What follows belongs to an exercise in optimizing a design on an open flow for small area; a production flow would make more cautious choices.
Only simulation tests tie the RTL to the original design; equivalence was not proved.

### design.v
package xgmii_tx_pkg;
    localparam logic [7:0] xgmii_idle   = 8'h07;
    localparam logic [7:0] xgmii_start  = 8'hfb;
    localparam logic [7:0] xgmii_term   = 8'hfd;
    localparam logic [7:0] xgmii_error  = 8'hfe;
    localparam logic [7:0] eth_preamble = 8'h55;
    localparam logic [7:0] eth_sfd      = 8'hd5;
    localparam logic [31:0] crc_poly = 32'hedb8_8320;   
    function automatic logic [31:0] crc32_byte(logic [31:0] crc, logic [7:0] b);
        logic [31:0] c;
        c = crc ^ {24'h0, b};
        for (int i = 0; i < 8; i++) begin
            if (c[0]) begin
                c = (c >> 1) ^ crc_poly;
            end else begin
                c = c >> 1;
            end
        end
        crc32_byte = c;
    endfunction
endpackage
module crc32_d64 (
    input  logic [31:0] inv_i,     
    input  logic [63:0] beat_i,
    input  logic        last_i,
    input  logic [7:0]  keep_i,    
    output logic [31:0] inv_o
);
    logic [31:0] chain [9];
    logic [31:0] rot   [9];
    always_comb begin
        chain[0] = ~inv_i;
        for (int i = 0; i < 8; i++) begin
            chain[i+1] = xgmii_tx_pkg::crc32_byte(chain[i], beat_i[8*i +: 8]);
        end
        for (int n = 1; n <= 8; n++) begin
            for (int p = 0; p < 4; p++) begin
                rot[n][8*p +: 8] = ~chain[n][8*((p - n) & 3) +: 8];
            end
        end
        rot[0] = '0;
        inv_o = ~chain[8];
        if (last_i) begin
            inv_o = rot[8];
            for (int n = 1; n < 8; n++) begin
                if (keep_i[n-1] && !keep_i[n]) inv_o = rot[n];
            end
        end
    end
endmodule
module xgmii_tail_pack (
    input  logic        start_i,
    input  logic        data_i,
    input  logic        tail_i,
    input  logic        term_i,
    input  logic        err_i,
    input  logic [7:0]  keep_i,
    input  logic [63:0] beat_i,    
    input  logic [31:0] fcs_i,     
    output logic [63:0] d_o,
    output logic [7:0]  c_o
);
    logic [8:0] kx;    
    always_comb begin
        kx = {keep_i, 1'b1};
        for (int j = 0; j < 8; j++) begin
            d_o[8*j +: 8] = xgmii_tx_pkg::xgmii_idle;
            c_o[j]        = 1'b1;
            if (start_i) begin
                d_o[8*j +: 8] = (j == 0) ? xgmii_tx_pkg::xgmii_start :
                                (j == 7) ? xgmii_tx_pkg::eth_sfd : xgmii_tx_pkg::eth_preamble;
                c_o[j]        = (j == 0);
            end
            if (data_i) begin
                d_o[8*j +: 8] = beat_i[8*j +: 8];
                c_o[j]        = 1'b0;
            end
            if (tail_i) begin
                if (err_i) begin
                    d_o[8*j +: 8] = (j == 0) ? xgmii_tx_pkg::xgmii_error :
                                    (j == 7) ? xgmii_tx_pkg::xgmii_term : beat_i[8*j +: 8];
                    c_o[j]        = (j == 0) || (j == 7);
                end else if (keep_i[j]) begin
                    d_o[8*j +: 8] = beat_i[8*j +: 8];
                    c_o[j]        = 1'b0;
                end else if (j < 4 || keep_i[j-4]) begin
                    d_o[8*j +: 8] = fcs_i[8*(j%4) +: 8];
                    c_o[j]        = 1'b0;
                end else if (kx[j-4]) begin
                    d_o[8*j +: 8] = xgmii_tx_pkg::xgmii_term;
                end
            end
            if (term_i) begin
                if (j < 4 && keep_i[j+4]) begin
                    d_o[8*j +: 8] = fcs_i[8*(j%4) +: 8];
                    c_o[j]        = 1'b0;
                end else if (j < 5 && kx[j+4]) begin
                    d_o[8*j +: 8] = xgmii_tx_pkg::xgmii_term;
                end
            end
        end
    end
endmodule
module tx_frame_ctrl (
    input  logic clk,
    input  logic rst,
    input  logic tvalid_i,
    input  logic tlast_i,
    input  logic err_i,
    input  logic long_i,      
    output logic tready_o,
    output logic start_o,     
    output logic data_o,      
    output logic last_o,      
    output logic tail_o,      
    output logic term_o       
);
    logic accept;
    assign accept = tvalid_i & tready_o;
    always_ff @(posedge clk) begin
        if (rst) begin
            tready_o <= 1'b0;
            start_o  <= 1'b0;
            data_o   <= 1'b0;
            last_o   <= 1'b0;
            tail_o   <= 1'b0;
            term_o   <= 1'b0;
        end else begin
            start_o <= accept & ~(start_o | data_o);
            data_o  <= accept & (start_o | data_o);
            last_o  <= accept & tlast_i;
            tail_o  <= last_o;
            term_o  <= tail_o & ~err_i & long_i;
            if (tready_o) begin
                tready_o <= ~(accept & tlast_i);
            end else begin
                tready_o <= ~(last_o | (tail_o & ~err_i & long_i));
            end
        end
    end
endmodule
module axis_xgmii_tx (
    input  logic        clk,
    input  logic        rst,
    input  logic [63:0] tdata_i,
    input  logic [7:0]  tkeep_i,
    input  logic        tvalid_i,
    input  logic        tlast_i,
    input  logic        tuser_i,
    output logic        tready_o,
    output logic [63:0] xgmii_d_o,
    output logic [7:0]  xgmii_c_o
);
    logic [63:0] d1_q;      
    logic [63:0] d2_q;      
    logic [31:0] crc_q;     
    logic [31:0] crc_d;
    logic [7:0]  keep_q;
    logic        err_q;
    logic        start, data, last, tail, term;
    tx_frame_ctrl ctrl0 (
        .clk      (clk),
        .rst      (rst),
        .tvalid_i (tvalid_i),
        .tlast_i  (tlast_i),
        .err_i    (err_q),
        .long_i   (keep_q[3]),
        .tready_o (tready_o),
        .start_o  (start),
        .data_o   (data),
        .last_o   (last),
        .tail_o   (tail),
        .term_o   (term)
    );
    crc32_d64 crc0 (
        .inv_i  (crc_q),
        .beat_i (d1_q),
        .last_i (last),
        .keep_i (keep_q),
        .inv_o  (crc_d)
    );
    xgmii_tail_pack pack0 (
        .start_i (start),
        .data_i  (data),
        .tail_i  (tail),
        .term_i  (term),
        .err_i   (err_q),
        .keep_i  (keep_q),
        .beat_i  (d2_q),
        .fcs_i   (crc_q),
        .d_o     (xgmii_d_o),
        .c_o     (xgmii_c_o)
    );
    always_ff @(posedge clk) begin
        d1_q <= tdata_i;
        d2_q <= d1_q;
    end
    always_ff @(posedge clk) begin
        if (tready_o) begin
            keep_q <= tkeep_i;
            err_q  <= tuser_i;
        end
    end
    always_ff @(posedge clk) begin
        if (start | data) begin
            crc_q <= crc_d;
        end else if (!(tail | term)) begin
            crc_q <= '0;
        end
    end
endmodule
### run.sh
#!/bin/bash
# synth_recipe.tcl (not shown) runs the flow's synth.tcl, then flattens the netlist and writes it again
# the make line also repeats each setting of config.mk as NAME=value (left out here)
make -C /OpenROAD-flow-scripts/flow DESIGN_CONFIG=/design/flow/config.mk WORK_HOME=/design/flow/orfs CLKGATE_MAP_FILE= SYNTH_SCRIPT=/design/flow/synth_recipe.tcl finish
### config.mk
export PLATFORM = sky130hd
export DESIGN_NAME = axis_xgmii_tx
export DESIGN_NICKNAME = axis_xgmii_tx
export VERILOG_FILES = /design/flow/design.v
export SDC_FILE = /design/flow/constraint.sdc
export NUM_CORES = 4
export LEC_CHECK = 0
export CAP_MARGIN = 20
export CORE_MARGIN = 2
export CORE_UTILIZATION = 40
export SETUP_SLACK_MARGIN = 0.2
export SLEW_MARGIN = 20
### constraint.sdc
create_clock -name core_clock -period 9.0 [get_ports {clk}]
set_input_delay 1.8000 -clock core_clock [delete_from_list [all_inputs] [get_ports {clk}]]
set_output_delay 1.8000 -clock core_clock [all_outputs]
set_load 0.01 [all_outputs]
==> run notes <==
## metal layers
| layer | routed length, microns | GRT usage [%] | vias to the layer above |
|---|---|---|---|
| met2 | 33600 | 50.6 | 1160 |
| met5 | 50 | 0 | - |
| li1 | - | - | 6387 |
| met4 | 5010 | 18.6 | 8 |
| met1 | 31500 | 44.8 | 7241 |
| met3 | 9340 | 9.87 | 251 |
## cells by family after synthesis
logic type	share of synthesized area [%]
compound gates	14.8
xor+xnor	52.9
simple gates	7.67
flops	22.2
buf+inv	2.42
mux	0.0638
## cell usage in the layout, fill, tap and decap left out, types with 14 or more instances in the layout
cell and n:
xnor3_2 14, xnor3_1 138, xnor2_1 374, nor3_1 24, xor3_1 25, o211ai_1 16
nor2_1 102, buf_4 66, o22ai_1 31, xnor2_2 25, a211oi_1 19, o21ai_0 107
a221oi_1 20, clkbuf_16 17, nand2_1 108, a21oi_1 115, nand3_1 28, dfxtp_1 134
a31oi_1 14, edfxtp_1 41, xor2_1 129, clkdlybuf4s50_1 149, o221ai_1 17
## sequential cells by signal (all words and copies together), names as in the netlist
signal,cells
ctrl0.tail_o,1
ctrl0.data_o,1
ctrl0.last_o,1
ctrl0.tready_o,1
err_q,1
crc_q,32
d2_q,64
d1_q,64
ctrl0.term_o,1
ctrl0.start_o,1
keep_q,8
## repair_timing
item	CTS	global route
buffers inserted	0	0
endpoints found under the hold margin	0	0
endpoints found under the setup margin	1	4
resized for setup	1	2
hold buffers	0	0
## worst paths after layout
kind | startpoint | endpoint | slack (ns) | depth (start not counted)
hold / removal | d1_q[54] | d2_q[54] | 0.36 | 0
hold reg to reg | d1_q[54] | d2_q[54] | 0.36 | 0
setup reg to reg | crc_q[0] | crc_q[31] | 0.38 | 18
setup / recovery | crc_q[0] | crc_q[31] | 0.38 | 18
## metrics by stage
stage	setup slack, ns	std cells	utilization (%)
floorplan	1.76	1731	-
global placement	0.433	2435	46.2
detailed placement	0.211	2435	46.2
CTS	0.352	2467	47.6
global route	0.258	2467	47.6
finish	0.384	2469	47.6
## cell type report
| cell class | count | area (sq um) |
|---|---|---|
| Antenna cell | 2 | 5.00 |
| Clock buffer | 17 | 425 |
| Clock inverter | 15 | 168 |
| Fill cell | 4041 | 22700 |
| Inverter | 10 | 37.5 |
| Multi-Input combinational cell | 1450 | 13300 |
| Sequential cell | 175 | 3910 |
| Tap cell | 585 | 732 |
| Timing Repair Buffer | 215 | 1990 |
==> impl_metrics.py <==
metrics = {
    "sta": {
        "period_needed_ns": 8.62,
        "finalCritPeriodShare_pct": 95.7,
        "clock_skew_ns": 0.0370,
        "grt_setup_unrepaired": "false",
        "max_freq_mhz": 116,
        "drv_slew": 0,
        "setup_viol": 0,
        "relSlewSlack_pct": 27.0,
        "whs_ns": 0.360,
        "worstMarginPinSlew_ns": 1.09,
        "hold_viol_final": 0,
        "fin_tns_setup_ns": 0,
    },
    "clock_network": {
        "htree_levels": 4,
        "clk_pin_slew_ns": 0.09,
        "cts_tree": "done",
        "numCtsBuffers": 17,
        "clk_path_buf_depth": 2,
        "clock_latency_ns": 0.51,
        "clockRootBuffer": "clkbuf_16",
        "cts_sinks": 175,
    },
    "setup_path": {
        "critPathBufInv": 1,
        "slowest_delay_ns": 0.76,
        "crit_fanout": 10,
        "cp-end-kind": "flip-flop",
        "crit_family": "XOR/XNOR gates",
        "crit_type": "reg -> reg",
        "required_ns": 9.20,
        "slowest_stage": "xnor3_1",
        "worstPathArrival_ns": 8.82,
        "crit_top_cell": "xnor2_1",
        "path_cells": "xnor2_4 > xnor3_2 > xnor3_2 > xnor2_2 > xnor3_1 > xnor2_1 > xnor2_1 > xnor2_1 > xnor2_1 > xor2_2 > buf_4 > xnor3_1 > xor2_2 > xor2_2 > o21ai_0 > o211ai_1 > a311oi_1 > nor3_1",
        "start_kind": "flip-flop",
    },
    "synth": {
        "synth_ff_type": "dfxtp_1",
        "yosys_warnings": 21,
        "synth_top_cell_area_share_pct": 18.6,
        "yosysTopAreaCell": "xnor2_1",
        "synth-edff-count": 41,
        "syn_nets": 1808,
        "synth_most_common_cell": "xnor2_1",
        "synthTopCellsByArea": "xnor2_1 (19%), xnor3_1 (18%), dfxtp_1 (15%)",
        "synth_area_sq_mm": 0.0176,
        "seq_area_frac_synth_pct": 22.2,
        "syn_inst": 1731,
        "ys_ff_latch": 175,
        "synth.distinct_cells": 61,
        "async_flop_share_pct": 0,
        "synthTopCellsByCount": "xnor2_1 (375), xnor3_1 (140), dfxtp_1 (134)",
        "postSynthAreaPerCell_sq_um": 10.2,
    },
    "drt": {
        "drt_first_pass_iters": 7,
        "antenna_left": 0,
        "wl_microns": 79500,
        "routedWlPerCell_microns": 32.2,
        "vias": 15047,
        "drt-vias-per-instance": 6.09,
        "initialDrtViolationCount": 2105,
        "route.detailed.drc": 0,
    },
    "die": {
        "die_y_microns": 214,
        "dieArea_sq_mm": 0.0458,
        "core_area_sq_mm": 0.0433,
        "io_pins": 150,
        "start_util_pct": 40.8,
        "die_x_microns": 214,
        "row_count": 76,
    },
    "grt": {
        "grt_pass1_vias": 14487,
        "grt_use_total_pct": 34.1,
        "grt-ovfl-total": 0,
        "grt_pass1_wl_microns": 111000,
        "antenna_found_initial": 11,
        "grt_start_max_net_pins": 54,
    },
    "cells_and_area": {
        "drive_gt1_share_pct": 9.14,
        "area_delta_synth_final_pct": 16.8,
        "nets": 1946,
        "final_area_sq_mm": 0.0206,
    },
    "run_status": {
        "status": "complete, no violations",
    },
    "run": {
        "max-cap-violations": 0,
    },
    "placement": {
        "port_buffers": 149,
        "postPlaceCellArea_sq_mm": 0.0200,
        "gp_congestion": 1.06,
        "hpwl_microns": 63300,
    },
    "worst_hold_path": {
        "hold_class": "reg -> reg",
    },
}

==> port drivers added, routing unchanged <==
How much do the figures lean on ideal ports? The routed layout below was timed once more, with nothing changed but the port constraints. Step 1: set_driving_cell puts a clkbuf_16 on clk and a buf_2 on each other input, an assumption about the parent block. Step 2 adds t to the input delays and takes it off the output delays; t is the mean of the earliest and latest rising clock arrival at the registers after step 1. Input paths then give back, and output paths get back, about the clock's delay inside the block. Slacks: ideal / step 1 / step 2; pairs: ideal / step 1.
t, ns: 0.553
setup slack, ns: 0.384 / 0.384 / 0.384
worst register clock-pin slew, ns: 0.11 / 0.11
After both steps setup and hold are still met in this run. The setup slack of this run moves by 0.000 ns with the drivers and by 0.000 ns with both steps.
